From an optimization exercise on the open Yosys and OpenROAD flow, aimed at small area, a short achievable clock period and few clock cycles per item; shortcuts taken in it are not production practice.
RTL that was checked went through simulation tests only; none was proved equivalent to the original.
Power figures rest on the tool's default switching activity, not on a simulated workload.

Design bitonic_sort_index_sequencer_core, start of the top module:
module bitonic_sort_index_sequencer_core
#(
  parameter int unsigned MAX_LOG_SIZE = 16,
  parameter int unsigned MAX_STEP     = 64
) (
  input  logic            clk_i,
  input  logic            rst_ni,
  input  logic            psel,
  input  logic            penable,
  input  logic            pwrite,
  input  logic [2:0]      paddr,
  input  logic [31:0]     pwdata,
  output logic [31:0]     prdata,
  output logic            pready,
  input  logic            in_valid_i,
  output logic            in_stall_o,
  input  logic [bsis_pkg::CHW-1:0]  chunk_index_i,
  output logic            out_valid_o,
  input  logic            out_stall_i,
  output logic [bsis_pkg::IDXW-1:0] element_index_o,
  output logic            past_end_o,
  output logic            last_o
);
  logic [4:0] log_q;
  logic [6:0] step_q;
  logic       sel_q;
  logic       cfg_wr;
  assign cfg_wr = psel && penable && pwrite;
  always_ff @(posedge clk_i or negedge rst_ni) begin
    if (!rst_ni) begin
      log_q  <= 5'd4;
      step_q <= 7'd8;
    end else if (cfg_wr) begin
      if (paddr[2]) step_q <= pwdata[6:0];
      else          log_q  <= pwdata[4:0];
    end
  end
  always_ff @(posedge clk_i) sel_q <= paddr[2];
  assign prdata = sel_q ? {25'd0, step_q} : {27'd0, log_q};
  assign pready = 1'b1;
  logic [4:0] n_eff;
  logic [6:0] s_eff;
  logic [5:0] km1;      
  ...
Size in the first run: ~1300 cells after synthesis, about 0.011 mm2 of cells after synthesis.
Settings: LEC_CHECK=0, CAP_MARGIN=20, CORE_MARGIN=2, CORE_UTILIZATION=65, CTS_BUF_LIST=sky130_fd_sc_hd__clkbuf_8, CTS_CLUSTER_DIAMETER=100, CTS_CLUSTER_SIZE=30, SETUP_SLACK_MARGIN=5, SLEW_MARGIN=20; clock period 8.0 ns.
standard.sh (not shown) runs the stock make flow with config.mk's settings and CLKGATE_MAP_FILE= SYNTH_SCRIPT=/design/flow/synth_recipe.tcl, a recipe that flattens the netlist after the stock synthesis.
==> flow/flow/run.sh <==
#!/bin/bash
# The standard layout (standard synthesis, floorplan, placement, CTS, routing), with two
# changes: the ports are buffered with sky130_fd_sc_hd__buf_2 cells instead of the delay buffer
# buffer_ports picks by default (every input and output port still gets its own buffer), and
# clock tree synthesis adds no dummy loads. The full output of the run goes to flow.log here.
set -euo pipefail
bash standard.sh \
  "BUFFER_PORTS_ARGS=-buffer_cell sky130_fd_sc_hd__buf_2" \
  "CTS_ARGS=-sink_clustering_enable -repair_clock_nets -sink_clustering_size 30 -sink_clustering_max_diameter 100 -buf_list sky130_fd_sc_hd__clkbuf_8 -dont_use_dummy_load" \
  finish > flow.log 2>&1
Edit:
--- a/flow/design.v
+++ b/flow/design.v
@@ -253,40 +253,44 @@
             flip_q <= b1_q;
             if (b1_q) sm_q <= bs_q ? {sm_q[14:0], 1'b1} : 16'd1;
           end
         end
       end
     end
     if (start_c || start_s) begin
       k_q  <= km1;
       kz_q <= (km1 == 6'd0);
     end
     x_q <= x_d;
-    if (accept) begin
+    if (!pend_q) begin
       p_q  <= {7'd0, chunk_index_i};
       ac_q <= 5'd23;
     end else if (mbusy_q) begin
       p_q  <= {msum, p_q[23:1]};
       ac_q <= ac_dec;
     end else if (start_s) begin
-      sm_q   <= '1;
-      m_q    <= '1;
-      ac_q   <= 5'd14;
-      past_q <= far;
+      ac_q <= 5'd14;
     end else if (ds_q != D_IDLE) begin
       if (dshift) begin
         p_q[23:0] <= {r[8:0], st, 1'b0};
         ac_q      <= ac_dec;
       end else begin
         p_q[23:14] <= r;
       end
+    end
+    if (start_s) begin
+      sm_q   <= '1;
+      m_q    <= '1;
+      past_q <= far;
+    end
+    if (ds_q != D_IDLE) begin
       if (lshift) o_q <= {o_q[14:0], lbit};
       if ((ds_q == D_S1 || ds_q == D_S2) && neg) begin
         sm_q <= sm_q >> 1;
         m_q  <= m_q >> 1;
       end
       if (ds_q == D_S2 && !neg) flip_q <= 1'b1;
       if (ds_q == D_M2) begin
         m_q    <= m_q >> 1;
         flip_q <= 1'b0;
       end
       if (ds_q == D_S1 && !neg && s_gt_n) past_q <= 1'b1;
Result:
- via count hardly moves
- power came out higher by about 12%
- setup slack gets better by 0.0071 ns
- combinational power grows by 14%
- design area goes down by about 1.1%
- wire length came out higher by about 3.4%
- count of clock-buffer cells in the layout does not change
- register-to-register slack got worse by 0.06 ns
- clock power hardly moves
Testbench counts after the change, summed over its fixed seeds: cycles 144,866, items 135,995.
No functional check of the RTL was part of the first run of this note.

---

Setup of run 1:
The RTL this note starts from:
==> flow/design.v <==
package bsis_pkg;
  localparam int unsigned LW   = 5;    
  localparam int unsigned STW  = 7;    
  localparam int unsigned CHW  = 24;   
  localparam int unsigned IDXW = 16;   
endpackage
module bitonic_sort_index_sequencer_core
#(
  parameter int unsigned MAX_LOG_SIZE = 16,
  parameter int unsigned MAX_STEP     = 64
) (
  input  logic            clk_i,
  input  logic            rst_ni,
  input  logic            psel,
  input  logic            penable,
  input  logic            pwrite,
  input  logic [2:0]      paddr,
  input  logic [31:0]     pwdata,
  output logic [31:0]     prdata,
  output logic            pready,
  input  logic            in_valid_i,
  output logic            in_stall_o,
  input  logic [bsis_pkg::CHW-1:0]  chunk_index_i,
  output logic            out_valid_o,
  input  logic            out_stall_i,
  output logic [bsis_pkg::IDXW-1:0] element_index_o,
  output logic            past_end_o,
  output logic            last_o
);
  logic [4:0] log_q;
  logic [6:0] step_q;
  logic       sel_q;
  logic       cfg_wr;
  assign cfg_wr = psel && penable && pwrite;
  always_ff @(posedge clk_i or negedge rst_ni) begin
    if (!rst_ni) begin
      log_q  <= 5'd4;
      step_q <= 7'd8;
    end else if (cfg_wr) begin
      if (paddr[2]) step_q <= pwdata[6:0];
      else          log_q  <= pwdata[4:0];
    end
  end
  always_ff @(posedge clk_i) sel_q <= paddr[2];
  assign prdata = sel_q ? {25'd0, step_q} : {27'd0, log_q};
  assign pready = 1'b1;
  logic [4:0] n_eff;
  logic [6:0] s_eff;
  logic [5:0] km1;      
  assign n_eff = (log_q > 5'd16) ? 5'd16 : log_q;
  assign s_eff = (step_q == 7'd0) ? 7'd1 : (step_q > 7'd64) ? 7'd64 : step_q;
  assign km1   = 6'(s_eff - 7'd1);
  logic       valid_q, act_q, pend_q, chk_q, pseek_q, mbusy_q, ev_q;
  logic [2:0] ds_q;
  logic [15:0] o_q;       
  logic        past_o_q, last_q;
  logic [5:0]  k_q;       
  logic        kz_q;      
  logic [14:0] m_q;       
  logic [15:0] sm_q;      
  logic        flip_q, sh_q, fr_q, past_q;   
  logic [24:0] e_q;       
  logic [30:0] p_q;       
  logic [6:0]  mc_q;      
  logic [4:0]  ac_q;      
  localparam logic [2:0] D_IDLE = 3'd0, D_S1 = 3'd1, D_S2 = 3'd2, D_M1 = 3'd3, D_M2 = 3'd4,
                         D_FILL = 3'd5;
  assign in_stall_o      = pend_q;
  assign out_valid_o     = valid_q;
  assign element_index_o = o_q;
  assign past_end_o      = past_o_q;
  assign last_o          = last_q;
  logic accept, consec, advance, produce, chunk_end, start_c, start_s, far, shok;
  logic [4:0]  ac_dec;
  logic [24:0] p_inc;
  assign accept    = in_valid_i && !pend_q;
  assign consec    = ev_q && ({1'b0, p_q[23:0]} == e_q);
  assign p_inc     = {1'b0, p_q[23:0]} + 25'd1;
  assign advance   = !valid_q || !out_stall_i;
  assign produce   = advance && act_q;
  assign chunk_end = produce && kz_q;
  assign start_c   = pend_q && !chk_q && !pseek_q && (!act_q || chunk_end);
  assign start_s   = pend_q && !chk_q && pseek_q && !mbusy_q && !act_q && advance && (ds_q == D_IDLE);
  assign far       = (|p_q[30:24]) || (|mc_q) || (n_eff == 5'd0) ||
                     ((n_eff == 5'd16) && p_q[23] && (|p_q[22:19]));    
  assign ac_dec    = ac_q - 5'd1;
  assign shok      = ac_q != 5'd0;
  logic [15:0] mf, topm, tg, hi, lo, inc_in, tm, ohs, clr, nxt;
  logic [15:0] inc, pa1, pa2, pa3;
  logic [16:0] smx;
  logic        f_se, f_b1, f_bs;
  logic        se_q, b1_q, bs_q, we_q;
  logic        case_a, case_b, use_mask;
  assign mf        = {m_q[14:0], 1'b1};
  assign topm      = mf & ~{1'b0, m_q};
  assign tg        = flip_q ? mf : topm;
  assign lo        = o_q ^ tg;
  assign hi        = o_q ^ tg;
  assign ohs       = {sm_q[14:0], 1'b1} & ~sm_q[15:0];
  assign smx       = {sm_q, 1'b1};
  assign f_se      = &(o_q | ~{1'b0, m_q});                    
  assign f_b1      = &(o_q[15:1] | ~sm_q[15:1]);       
  assign f_bs      = |(o_q & ohs);                     
  assign case_a    = se_q && m_q[0];
  assign case_b    = se_q && !m_q[0];
  assign inc_in    = {lo[15:1], lo[0] | case_b};
  assign pa1       = inc_in & {inc_in[14:0], 1'b1};
  assign pa2       = pa1 & {pa1[13:0], 2'b11};
  assign pa3       = pa2 & {pa2[11:0], 4'hf};
  assign tm        = pa3 & {pa3[7:0], 8'hff};
  assign inc       = inc_in ^ {tm[14:0], 1'b1};
  assign use_mask  = case_a || (case_b && b1_q && bs_q);
  assign clr       = case_a ? {1'b0, m_q} : {sm_q[14:0], 1'b1};
  assign nxt       = use_mask ? (lo & ~clr) : inc[15:0];
  logic [9:0]  w, x, r;
  logic [13:0] st;
  logic [10:0] d;
  logic        neg, s_gt_n, sleaf;
  logic [14:0] ohm;       
  logic [9:0]  xs, xs1, x_q, x_d;
  logic [4:0]  xm;
  logic [14:0] ohm1;      
  logic [15:0] mx;
  assign w      = p_q[23:14];
  assign st     = p_q[13:0];
  assign ohm    = m_q & ~{1'b0, m_q[14:1]};
  assign ohm1   = {1'b0, ohm[14:1]};
  assign mx     = {1'b0, m_q};
  assign s_gt_n = mx[n_eff - 5'd1];
  assign sleaf  = m_q[0] && !m_q[1];    
  always_comb begin
    xs  = '0;
    xs1 = '0;
    xm  = '0;
    for (int i = 0; i < 15; i++) begin
      if (ohm[i]) begin
        xs = xs | 10'((i + 2) * (i + 1));
        xm = xm | 5'(2 * (i + 1));
      end
      if (ohm1[i]) xs1 = xs1 | 10'((i + 2) * (i + 1));
    end
    x = x_q;
    case (ds_q)
      D_S1:    x_d = neg ? (sleaf ? 10'd4 : xs1) : xs;
      D_S2:    x_d = (neg && !sleaf) ? xs1 : 10'd4;
      D_M1:    x_d = neg ? 10'd2 : {5'd0, xm};
      D_M2:    x_d = 10'd4;
      default: x_d = 10'd2;
    endcase
    if (start_s) x_d = 10'd240;
  end
  assign d   = {1'b0, w} - {1'b0, x};
  assign neg = d[10];
  assign r   = neg ? w : d[9:0];
  logic dshift, lshift, lbit, ddone;
  always_comb begin
    dshift = 1'b0;
    lshift = 1'b0;
    lbit   = 1'b0;
    ddone  = 1'b0;
    case (ds_q)
      D_S1:   begin dshift = neg; lshift = neg; ddone = !neg && s_gt_n; end
      D_S2:   begin dshift = neg; lshift = neg; lbit = 1'b1; end
      D_M1:   begin lshift = neg; ddone = neg && !m_q[0]; end
      D_M2:   begin dshift = 1'b1; lshift = 1'b1; lbit = !neg; end
      D_FILL: begin dshift = 1'b1; lshift = 1'b1; lbit = !neg; ddone = !shok; end
      default: ;
    endcase
    dshift = dshift && shok;
    if (start_s && far) ddone = 1'b1;
  end
  always_ff @(posedge clk_i or negedge rst_ni) begin
    if (!rst_ni) begin
      valid_q <= 1'b0;
      act_q   <= 1'b0;
      pend_q  <= 1'b0;
      chk_q   <= 1'b0;
      pseek_q <= 1'b0;
      mbusy_q <= 1'b0;
      ev_q    <= 1'b0;
      ds_q    <= D_IDLE;
    end else begin
      if (advance) valid_q <= produce;
      chk_q <= accept;
      if (accept) begin
        pend_q  <= 1'b1;
        mbusy_q <= 1'b1;
      end else if (chk_q) begin
        pseek_q <= !consec;
        if (consec) mbusy_q <= 1'b0;
      end else if (mbusy_q && !shok) begin
        mbusy_q <= 1'b0;
      end
      if (ddone) begin
        act_q  <= 1'b1;
        pend_q <= 1'b0;
        ds_q   <= D_IDLE;
        ev_q   <= 1'b1;
      end else begin
        if (start_c) begin
          act_q  <= 1'b1;
          pend_q <= 1'b0;
        end else if (chunk_end) begin
          act_q <= 1'b0;
        end
        if (start_s) begin
          ds_q <= D_S1;
        end else begin
          case (ds_q)
            D_S1:   if (neg && sleaf) ds_q <= D_M1;
                    else if (!neg) ds_q <= D_S2;
            D_S2:   if (neg && !sleaf) ds_q <= D_S1;
                    else ds_q <= D_M1;
            D_M1:   ds_q <= neg ? D_FILL : D_M2;
            D_M2:   ds_q <= D_M1;
            default: ;
          endcase
        end
      end
      if (cfg_wr) ev_q <= 1'b0;
    end
  end
  logic [6:0] madd, msum, mcy;
  assign madd = p_q[0] ? s_eff : 7'd0;
  assign msum = p_q[30:24] ^ mc_q ^ madd;
  assign mcy  = (p_q[30:24] & mc_q) | (p_q[30:24] & madd) | (mc_q & madd);
  always_ff @(posedge clk_i) begin
    if (chk_q) e_q <= p_inc;
    if (!sh_q) begin
      se_q <= f_se;
      b1_q <= f_b1;
      bs_q <= f_bs;
      we_q <= f_se && !m_q[0] && f_b1 && smx[n_eff];
    end
    if (produce) begin
      last_q <= kz_q;
      k_q    <= k_q - 6'd1;
      kz_q   <= (k_q == 6'd1);
      fr_q   <= 1'b0;
      if (past_q || (sh_q && we_q)) begin
        o_q      <= '0;
        past_o_q <= 1'b1;
        past_q   <= 1'b1;
      end else begin
        past_o_q <= 1'b0;
        if (!sh_q) begin
          if (!fr_q) begin
            o_q  <= hi;
            sh_q <= 1'b1;
          end
        end else begin
          o_q  <= nxt;
          sh_q <= 1'b0;
          if (case_a) begin
            m_q    <= m_q >> 1;
            flip_q <= 1'b0;
          end else if (case_b) begin
            m_q    <= (b1_q && !bs_q) ? 15'd0 : (tm[15:1] & sm_q[14:0]);
            flip_q <= b1_q;
            if (b1_q) sm_q <= bs_q ? {sm_q[14:0], 1'b1} : 16'd1;
          end
        end
      end
    end
    if (start_c || start_s) begin
      k_q  <= km1;
      kz_q <= (km1 == 6'd0);
    end
    x_q <= x_d;
    if (!pend_q) begin
      p_q  <= {7'd0, chunk_index_i};
      mc_q <= '0;
      ac_q <= 5'd23;
    end else if (mbusy_q) begin
      p_q  <= {1'b0, msum, p_q[23:1]};
      mc_q <= mcy;
      ac_q <= ac_dec;
    end else if (start_s) begin
      ac_q <= 5'd14;
    end else if (ds_q != D_IDLE) begin
      if (dshift) begin
        p_q[23:0] <= {r[8:0], st, 1'b0};
        ac_q      <= ac_dec;
      end else begin
        p_q[23:14] <= r;
      end
    end
    if (start_s) begin
      sm_q   <= '1;
      m_q    <= '1;
      past_q <= far;
    end
    if (ds_q != D_IDLE) begin
      if (lshift) o_q <= {o_q[14:0], lbit};
      if ((ds_q == D_S1 || ds_q == D_S2) && neg) begin
        sm_q <= sm_q >> 1;
        m_q  <= m_q >> 1;
      end
      if (ds_q == D_S2 && !neg) flip_q <= 1'b1;
      if (ds_q == D_M2) begin
        m_q    <= m_q >> 1;
        flip_q <= 1'b0;
      end
      if (ds_q == D_S1 && !neg && s_gt_n) past_q <= 1'b1;
      if (ddone) begin
        sh_q <= 1'b0;
        fr_q <= !w[0];
      end
    end
  end
endmodule
export LEC_CHECK = 0
export ABC_CLOCK_PERIOD_IN_PS = 2000
export CAP_MARGIN = 20
export CORE_MARGIN = 2
export CORE_UTILIZATION = 70
export CTS_BUF_LIST = sky130_fd_sc_hd__clkbuf_8
export CTS_CLUSTER_DIAMETER = 100
export CTS_CLUSTER_SIZE = 30
export SETUP_SLACK_MARGIN = 5
export SLEW_MARGIN = 20
create_clock -name core_clock -period 8.0 [get_ports {clk_i}]
run.sh (not shown) runs the stock make flow with config.mk's settings and CLKGATE_MAP_FILE= SYNTH_SCRIPT=/design/flow/synth_recipe.tcl, a recipe that flattens the netlist after the stock synthesis.
Stock flow here: none of the scripts above is used.
Testbench counts of run 1, summed over its fixed seeds: cycles 144,866, items 135,995.
Input changes introduced in run 2 (baseline for comparison: run 1):
diff --git a/flow/design.v b/flow/design.v
--- a/flow/design.v
+++ b/flow/design.v
@@ -52,19 +52,17 @@
   assign km1   = 6'(s_eff - 7'd1);
   logic       valid_q, act_q, pend_q, chk_q, pseek_q, mbusy_q, ev_q;
   logic [2:0] ds_q;
   logic [15:0] o_q;       
   logic        past_o_q, last_q;
   logic [5:0]  k_q;       
-  logic        kz_q;      
   logic [14:0] m_q;       
   logic [15:0] sm_q;      
   logic        flip_q, sh_q, fr_q, past_q;   
   logic [24:0] e_q;       
   logic [30:0] p_q;       
-  logic [6:0]  mc_q;      
   logic [4:0]  ac_q;      
   localparam logic [2:0] D_IDLE = 3'd0, D_S1 = 3'd1, D_S2 = 3'd2, D_M1 = 3'd3, D_M2 = 3'd4,
                          D_FILL = 3'd5;
   assign in_stall_o      = pend_q;
   assign out_valid_o     = valid_q;
   assign element_index_o = o_q;
@@ -75,21 +73,21 @@
   logic [24:0] p_inc;
   assign accept    = in_valid_i && !pend_q;
   assign consec    = ev_q && ({1'b0, p_q[23:0]} == e_q);
   assign p_inc     = {1'b0, p_q[23:0]} + 25'd1;
   assign advance   = !valid_q || !out_stall_i;
   assign produce   = advance && act_q;
-  assign chunk_end = produce && kz_q;
+  assign chunk_end = produce && (k_q == 6'd0);
   assign start_c   = pend_q && !chk_q && !pseek_q && (!act_q || chunk_end);
   assign start_s   = pend_q && !chk_q && pseek_q && !mbusy_q && !act_q && advance && (ds_q == D_IDLE);
-  assign far       = (|p_q[30:24]) || (|mc_q) || (n_eff == 5'd0) ||
+  assign far       = (|p_q[30:24]) || (n_eff == 5'd0) ||
                      ((n_eff == 5'd16) && p_q[23] && (|p_q[22:19]));    
   assign ac_dec    = ac_q - 5'd1;
   assign shok      = ac_q != 5'd0;
   logic [15:0] mf, topm, tg, hi, lo, inc_in, tm, ohs, clr, nxt;
-  logic [15:0] inc, pa1, pa2, pa3;
+  logic [16:0] inc;
   logic [16:0] smx;
   logic        f_se, f_b1, f_bs;
   logic        se_q, b1_q, bs_q, we_q;
   logic        case_a, case_b, use_mask;
   assign mf        = {m_q[14:0], 1'b1};
   assign topm      = mf & ~{1'b0, m_q};
@@ -101,17 +99,14 @@
   assign f_se      = &(o_q | ~{1'b0, m_q});                    
   assign f_b1      = &(o_q[15:1] | ~sm_q[15:1]);       
   assign f_bs      = |(o_q & ohs);                     
   assign case_a    = se_q && m_q[0];
   assign case_b    = se_q && !m_q[0];
   assign inc_in    = {lo[15:1], lo[0] | case_b};
-  assign pa1       = inc_in & {inc_in[14:0], 1'b1};
-  assign pa2       = pa1 & {pa1[13:0], 2'b11};
-  assign pa3       = pa2 & {pa2[11:0], 4'hf};
-  assign tm        = pa3 & {pa3[7:0], 8'hff};
-  assign inc       = inc_in ^ {tm[14:0], 1'b1};
+  assign inc       = {1'b0, inc_in} + 17'd1;
+  assign tm        = inc_in & ~inc[15:0];
   assign use_mask  = case_a || (case_b && b1_q && bs_q);
   assign clr       = case_a ? {1'b0, m_q} : {sm_q[14:0], 1'b1};
   assign nxt       = use_mask ? (lo & ~clr) : inc[15:0];
   logic [9:0]  w, x, r;
   logic [13:0] st;
   logic [10:0] d;
@@ -217,28 +212,25 @@
           endcase
         end
       end
       if (cfg_wr) ev_q <= 1'b0;
     end
   end
-  logic [6:0] madd, msum, mcy;
-  assign madd = p_q[0] ? s_eff : 7'd0;
-  assign msum = p_q[30:24] ^ mc_q ^ madd;
-  assign mcy  = (p_q[30:24] & mc_q) | (p_q[30:24] & madd) | (mc_q & madd);
+  logic [7:0] msum;
+  assign msum = {1'b0, p_q[30:24]} + (p_q[0] ? {1'b0, s_eff} : 8'd0);
   always_ff @(posedge clk_i) begin
     if (chk_q) e_q <= p_inc;
     if (!sh_q) begin
       se_q <= f_se;
       b1_q <= f_b1;
       bs_q <= f_bs;
       we_q <= f_se && !m_q[0] && f_b1 && smx[n_eff];
     end
     if (produce) begin
-      last_q <= kz_q;
+      last_q <= (k_q == 6'd0);
       k_q    <= k_q - 6'd1;
-      kz_q   <= (k_q == 6'd1);
       fr_q   <= 1'b0;
       if (past_q || (sh_q && we_q)) begin
         o_q      <= '0;
         past_o_q <= 1'b1;
         past_q   <= 1'b1;
       end else begin
@@ -259,41 +251,32 @@
             flip_q <= b1_q;
             if (b1_q) sm_q <= bs_q ? {sm_q[14:0], 1'b1} : 16'd1;
           end
         end
       end
     end
-    if (start_c || start_s) begin
-      k_q  <= km1;
-      kz_q <= (km1 == 6'd0);
-    end
+    if (start_c || start_s) k_q <= km1;
     x_q <= x_d;
-    if (!pend_q) begin
+    if (accept) begin
       p_q  <= {7'd0, chunk_index_i};
-      mc_q <= '0;
       ac_q <= 5'd23;
     end else if (mbusy_q) begin
-      p_q  <= {1'b0, msum, p_q[23:1]};
-      mc_q <= mcy;
+      p_q  <= {msum, p_q[23:1]};
       ac_q <= ac_dec;
     end else if (start_s) begin
-      ac_q <= 5'd14;
+      sm_q   <= '1;
+      m_q    <= '1;
+      ac_q   <= 5'd14;
+      past_q <= far;
     end else if (ds_q != D_IDLE) begin
       if (dshift) begin
         p_q[23:0] <= {r[8:0], st, 1'b0};
         ac_q      <= ac_dec;
       end else begin
         p_q[23:14] <= r;
       end
-    end
-    if (start_s) begin
-      sm_q   <= '1;
-      m_q    <= '1;
-      past_q <= far;
-    end
-    if (ds_q != D_IDLE) begin
       if (lshift) o_q <= {o_q[14:0], lbit};
       if ((ds_q == D_S1 || ds_q == D_S2) && neg) begin
         sm_q <= sm_q >> 1;
         m_q  <= m_q >> 1;
       end
       if (ds_q == D_S2 && !neg) flip_q <= 1'b1;
==> run summary <==
On final critical-path required period, run 1 beats run 2.
Proportion of power drawn by combinational gates sits lower in run 2 than in run 1.
Between run 1 and run 2, the cell count went down.
Summary of the comparison: area after detailed placement is lower in run 2, relative to run 1.
Per the comparison of run 2 with run 1, fraction of area in registers increased by 0.75 points relative to the old numbers; XOR/XNOR share of the synthesized area decreased by 0.24 points relative to the old numbers.
Only the layout flow was run in run 2; the RTL was not checked for function there.

-- separate check: timing with driven ports --
In the flow no input, the clock included, has a driving cell. The finished layouts below were timed again as built, in two steps.
Step 1, drivers: a clkbuf_16 drives clk_i and a buf_2 each remaining input, both assumed.
Step 2 moves the port delays by t, midway between the first and last clock arrival at a register: inputs arrive t later, outputs are due t later. That takes back most of the time a late clock gives input paths.
a / b / c = no drivers / after step 1 / after step 2; a / b = the first two.
run	t (ns)	setup slack, ns	pins driven straight from the clock port
the first run of note 1	0.494	5.034 / 4.989 / 4.660	1
the second run of note 1	0.492	5.041 / 4.996 / 4.605	1
run 1	0.524	4.976 / 4.935 / 4.591	1
run 2	0.520	4.864 / 4.854 / 4.334	1
After both steps setup and hold are still met in every run listed. For run 2, which loses most, drivers alone change the setup slack by -0.010 ns; drivers and shift together by -0.530 ns.
